Context: an optimization exercise on an open-source flow, tuned for small area, a short achievable clock period and few clock cycles. The choices shown serve that exercise and are no tape-out recipe.
In this exercise RTL edits were held to simulation tests only and were not proved equivalent to the original.

==> run a <==
==> flow/design.v <==
`timescale 1ns/100ps
module ptranspose (
	input  logic        clk,
	input  logic        rst,
	input  logic        in_valid,
	input  logic [31:0] in_data,
	output logic        in_ready,
	output logic        out_valid,
	output logic [31:0] out_data,
	input  logic        out_ready
);
	logic [3:0] wcnt;     
	logic [3:0] rcnt;     
	logic       rpar;     
	logic       full;     
	logic       wpar;     
	logic       sk_valid;
	logic [31:0] sk_data;
	logic wr_en, rd_en, take;
	assign wpar     = rpar ^ full;
	assign rd_en    = full && !sk_valid;
	assign in_ready = !full || (wcnt != rcnt) || rd_en;
	assign wr_en    = in_valid && in_ready;
	assign take     = out_valid && out_ready;
	always_ff @(posedge clk or posedge rst) begin
		if (rst) begin
			wcnt <= '0;
			rcnt <= '0;
			rpar <= 1'b0;
			full <= 1'b0;
		end else begin
			if (wr_en) wcnt <= wcnt + 1'b1;
			if (rd_en) rcnt <= rcnt + 1'b1;
			if (rd_en && rcnt == 4'd15) rpar <= !rpar;
			if (wr_en && wcnt == 4'd15) full <= 1'b1;
			else if (rd_en && rcnt == 4'd15) full <= 1'b0;
		end
	end
	logic [1:0] wrow, rcol;
	assign wrow = wcnt[2:1];    
	assign rcol = rcnt[2:1];    
	logic [7:0] bank_q [4];
	for (genvar b = 0; b < 4; b++) begin : gen_bank
		logic [7:0] mem [16];
		logic [1:0] wk, rk;
		logic [3:0] waddr, raddr;
		logic [7:0] wdata;
		assign wk = 2'(b) - wrow;
		assign rk = 2'(b) - rcol;
		assign waddr = wpar ? {wcnt[0], wk, wcnt[3]} : wcnt;
		assign raddr = rpar ? rcnt : {rcnt[0], rk, rcnt[3]};
		assign wdata = in_data[8*wk +: 8];
		always_ff @(posedge clk) begin
			if (wr_en) mem[waddr] <= wdata;
		end
		assign bank_q[b] = mem[raddr];
	end
	logic [31:0] rd_data;
	always_comb begin
		for (int k = 0; k < 4; k++) begin
			rd_data[8*k +: 8] = bank_q[2'(k) + rcol];
		end
	end
	always_ff @(posedge clk or posedge rst) begin
		if (rst) begin
			out_valid <= 1'b0;
			sk_valid  <= 1'b0;
		end else begin
			if (!out_valid || take) begin
				out_valid <= sk_valid || rd_en;
				sk_valid  <= 1'b0;
			end else if (rd_en) begin
				sk_valid  <= 1'b1;
			end
		end
	end
	always_ff @(posedge clk) begin
		if (!out_valid || take) begin
			out_data <= sk_valid ? sk_data : rd_data;
		end
		if (rd_en && out_valid && !out_ready) begin
			sk_data <= rd_data;
		end
	end
endmodule
==> flow/run.sh <==
#!/bin/bash
# synth_recipe.tcl (not shown) runs the flow's synth.tcl, then flattens the netlist and writes it again
# the make line also repeats each setting of config.mk as NAME=value (left out here)
make -C /OpenROAD-flow-scripts/flow DESIGN_CONFIG=/design/flow/config.mk WORK_HOME=/design/flow/orfs CLKGATE_MAP_FILE= SYNTH_SCRIPT=/design/flow/synth_recipe.tcl finish
==> flow/config.mk <==
export PLATFORM = sky130hd
export DESIGN_NAME = ptranspose
export DESIGN_NICKNAME = ptranspose
export VERILOG_FILES = /design/flow/design.v
export SDC_FILE = /design/flow/constraint.sdc
export NUM_CORES = 4
export LEC_CHECK = 0
export CAP_MARGIN = 20
export CORE_MARGIN = 2
export CORE_UTILIZATION = 40
export SLEW_MARGIN = 20
==> flow/constraint.sdc <==
create_clock -name core_clock -period 4.4 [get_ports {clk}]
set_input_delay 0.8800 -clock core_clock [delete_from_list [all_inputs] [get_ports {clk}]]
set_output_delay 0.8800 -clock core_clock [all_outputs]
set_load 0.01 [all_outputs]
==> run b (differences from run a) <==
==> flow/design.v (replaced) <==
`timescale 1ns/100ps
module ptranspose (
	input  logic        clk,
	input  logic        rst,
	input  logic        in_valid,
	input  logic [31:0] in_data,
	output logic        in_ready,
	output logic        out_valid,
	output logic [31:0] out_data,
	input  logic        out_ready
);
	logic [3:0]  wcnt;      
	logic [3:0]  rcnt;      
	logic [15:0] rsel;      
	logic        rsel0_n;   
	logic [15:1] rsel_q;
	logic        in_block;  
	logic        rpar;      
	logic        ahead;     
	logic        wpar;      
	logic can_read, rd_en, wr_en, wr_last, rd_last, ahead_n;
	always_comb begin
		if (ahead) can_read = 1'b1;
		else case ({rcnt[3], rcnt[0]})
			2'b00: can_read = wcnt[3] || wcnt[2:0] == 3'd7;
			2'b10: can_read = wcnt[3];
			2'b01: can_read = wcnt == 4'd15;
			default: can_read = 1'b0;
		endcase
	end
	assign rd_en   = can_read && (!out_valid || out_ready);
	assign rsel     = {rsel_q, !rsel0_n};
	assign in_ready = !in_block;
	assign wr_en    = in_valid && in_ready;
	assign wr_last = wcnt == 4'd15;
	assign rd_last = rcnt == 4'd15;
	assign ahead_n = ahead ? !(rd_en && rd_last) : (wr_en && wr_last);
	logic [3:0] wcnt_i, rcnt_i, wcnt_n, rcnt_n;
	assign wcnt_i = wcnt + 1'b1;
	assign rcnt_i = rcnt + 1'b1;
	assign wcnt_n = wr_en ? wcnt_i : wcnt;
	assign rcnt_n = rd_en ? rcnt_i : rcnt;
	always_ff @(posedge clk or posedge rst) begin
		if (rst) begin
			wcnt      <= '0;
			rcnt      <= '0;
			rsel0_n   <= 1'b0;
			rsel_q    <= '0;
			rpar      <= 1'b0;
			ahead     <= 1'b0;
			wpar      <= 1'b0;
			in_block  <= 1'b0;
			out_valid <= 1'b0;
		end else begin
			wcnt <= wcnt_n;
			rcnt <= rcnt_n;
			if (rd_en) begin
				rsel0_n <= !rsel[15];
				rsel_q  <= rsel[14:0];
			end
			if (rd_en && rd_last) rpar <= !rpar;
			ahead <= ahead_n;
			if (wr_en && wr_last) wpar <= !wpar;
			in_block <= ahead_n && (wcnt_n == rcnt_n);
			if (!out_valid || out_ready) out_valid <= can_read;
		end
	end
	logic [7:0] wbus [4];
	for (genvar b = 0; b < 4; b++) begin : gen_wbus
		logic [1:0] lane;
		assign lane    = 2'(b) - wcnt[2:1];
		assign wbus[b] = in_data[8*lane +: 8];
	end
	logic [7:0] slot [8][8];
	logic [31:0] rd_data;
	for (genvar R = 0; R < 8; R++) begin : gen_r
		for (genvar C = 0; C < 8; C++) begin : gen_c
			logic we;
			assign we = in_ready && (wpar ? (wcnt == 4'(2 * C + R / 4)) : (wcnt == 4'(2 * R + C / 4)));
			always_ff @(posedge clk) begin
				if (we) slot[R][C] <= wbus[(R + C) % 4];
			end
		end
	end
	always_comb begin
		rd_data = '0;
		for (int k = 0; k < 4; k++) begin
			for (int c = 0; c < 8; c++) begin
				for (int h = 0; h < 2; h++) begin
					if (rsel[2*c + h] && !rpar) rd_data[8*k +: 8] = rd_data[8*k +: 8] | slot[4*h + k][c];
					if (rsel[2*c + h] &&  rpar) rd_data[8*k +: 8] = rd_data[8*k +: 8] | slot[c][4*h + k];
				end
			end
		end
	end
	always_ff @(posedge clk) begin
		if (!out_valid || out_ready) out_data <= rd_data;
	end
endmodule
--- a/flow/config.mk
+++ b/flow/config.mk
@@ -8,4 +8,9 @@
 export CAP_MARGIN = 20
 export CORE_MARGIN = 2
-export CORE_UTILIZATION = 40
+export CORE_UTILIZATION = 30
+export CTS_CLUSTER_DIAMETER = 80
+export CTS_CLUSTER_SIZE = 24
+export PLACE_DENSITY = 0.7
+export SETUP_SLACK_MARGIN = 2.3
 export SLEW_MARGIN = 20
+export TNS_END_PERCENT = 30
==> run c (differences from run a) <==
==> flow/design.v (replaced) <==
`timescale 1ns/100ps
module ptranspose (
	input  logic        clk,
	input  logic        rst,
	input  logic        in_valid,
	input  logic [31:0] in_data,
	output logic        in_ready,
	output logic        out_valid,
	output logic [31:0] out_data,
	input  logic        out_ready
);
	logic [3:0]  wcnt;      
	logic [3:0]  rcnt;      
	logic [31:0] rsel;      
	logic        ahead;     
	logic        wpar;      
	logic can_read, rd_en, wr_en, wr_last, rd_last, ahead_n;
	always_comb begin
		if (ahead) can_read = 1'b1;
		else case ({rcnt[3], rcnt[0]})
			2'b00: can_read = wcnt[3] || wcnt[2:0] == 3'd7;
			2'b10: can_read = wcnt[3];
			2'b01: can_read = wcnt == 4'd15;
			default: can_read = 1'b0;
		endcase
	end
	assign rd_en   = can_read && (!out_valid || out_ready);
	assign wr_en   = in_valid && in_ready;
	assign wr_last = wcnt == 4'd15;
	assign rd_last = rcnt == 4'd15;
	assign ahead_n = ahead ? !(rd_en && rd_last) : (wr_en && wr_last);
	logic [3:0] wcnt_i, rcnt_i, wcnt_n, rcnt_n;
	assign wcnt_i = wcnt + 1'b1;
	assign rcnt_i = rcnt + 1'b1;
	assign wcnt_n = wr_en ? wcnt_i : wcnt;
	assign rcnt_n = rd_en ? rcnt_i : rcnt;
	always_ff @(posedge clk or posedge rst) begin
		if (rst) begin
			wcnt      <= '0;
			rcnt      <= '0;
			rsel      <= 32'd1;
			ahead     <= 1'b0;
			wpar      <= 1'b0;
			in_ready  <= 1'b1;
			out_valid <= 1'b0;
		end else begin
			wcnt <= wcnt_n;
			rcnt <= rcnt_n;
			if (rd_en) rsel <= {rsel[30:0], rsel[31]};
			ahead <= ahead_n;
			if (wr_en && wr_last) wpar <= !wpar;
			in_ready <= !ahead_n || (wcnt_n != rcnt_n);
			if (!out_valid || out_ready) out_valid <= can_read;
		end
	end
	logic [7:0] wbus [4];
	for (genvar b = 0; b < 4; b++) begin : gen_wbus
		logic [1:0] lane;
		assign lane    = 2'(b) - wcnt[2:1];
		assign wbus[b] = in_data[8*lane +: 8];
	end
	logic [7:0] slot [8][8];
	logic [31:0] rd_data;
	for (genvar R = 0; R < 8; R++) begin : gen_r
		for (genvar C = 0; C < 8; C++) begin : gen_c
			logic we;
			assign we = in_ready && (wpar ? (wcnt == 4'(2 * C + R / 4)) : (wcnt == 4'(2 * R + C / 4)));
			always_ff @(posedge clk) begin
				if (we) slot[R][C] <= wbus[(R + C) % 4];
			end
		end
	end
	always_comb begin
		rd_data = '0;
		for (int k = 0; k < 4; k++) begin
			for (int c = 0; c < 8; c++) begin
				for (int h = 0; h < 2; h++) begin
					if (rsel[2*c + h]) rd_data[8*k +: 8] = rd_data[8*k +: 8] | slot[4*h + k][c];
					if (rsel[16 + 2*c + h]) rd_data[8*k +: 8] = rd_data[8*k +: 8] | slot[c][4*h + k];
				end
			end
		end
	end
	always_ff @(posedge clk) begin
		if (!out_valid || out_ready) out_data <= rd_data;
	end
endmodule
--- a/flow/config.mk
+++ b/flow/config.mk
@@ -8,4 +8,8 @@
 export CAP_MARGIN = 20
 export CORE_MARGIN = 2
-export CORE_UTILIZATION = 40
+export CORE_UTILIZATION = 30
+export CTS_CLUSTER_DIAMETER = 80
+export CTS_CLUSTER_SIZE = 24
+export SETUP_SLACK_MARGIN = 2.3
 export SLEW_MARGIN = 20
+export TNS_END_PERCENT = 30
==> summary of the runs <==
Worst setup slack, highest first: run b, run c, run a. Between run b and run c, the lower via count is in run c (gap 6.2%, measured against run c). Die area: run c is smaller than run b (about 0.8%). First-iteration DRC count: run a < run c < run b.
Testbench counts of run a, summed over its fixed seeds: cycles 6,280.
Testbench counts of run b, summed over its fixed seeds: cycles 6,264.
Testbench counts of run c, summed over its fixed seeds: cycles 6,264.

-- separate check: timing with driven ports --
The flow's constraints put no driver on any port. The routed layouts listed below were extracted and timed again, unchanged, in two steps.
Step 1 (the two cells are an assumption about what drives the block):
set clk [get_ports {clk}]
set_driving_cell -lib_cell sky130_fd_sc_hd__clkbuf_16 $clk
set_driving_cell -lib_cell sky130_fd_sc_hd__buf_2 [delete_from_list [all_inputs] $clk]
Step 2 times the ports against the registers' clock, not the clock port: input delays grow and output delays shrink by t, the midpoint of the rising clock arrivals with the driver on.
Three values: ideal ports, drivers, drivers and shift; two values: the first two.
run | t (ns) | setup slack, ns | hold slack, ns | worst setup path at the end
run a | 0.683 | 0.788 / 0.729 / 0.791 | 0.599 / 0.599 / 0.599 | input to register
run b | 0.685 | 2.039 / 2.039 / 1.646 | 0.580 / 0.580 / 0.580 | input to register
run c | 0.692 | 2.014 / 2.014 / 1.615 | 0.550 / 0.550 / 0.550 | input to register
After both steps every run listed still meets setup and hold. The setup slack of run c, which loses most, moves by 0.000 ns with the drivers and by -0.399 ns with both steps.
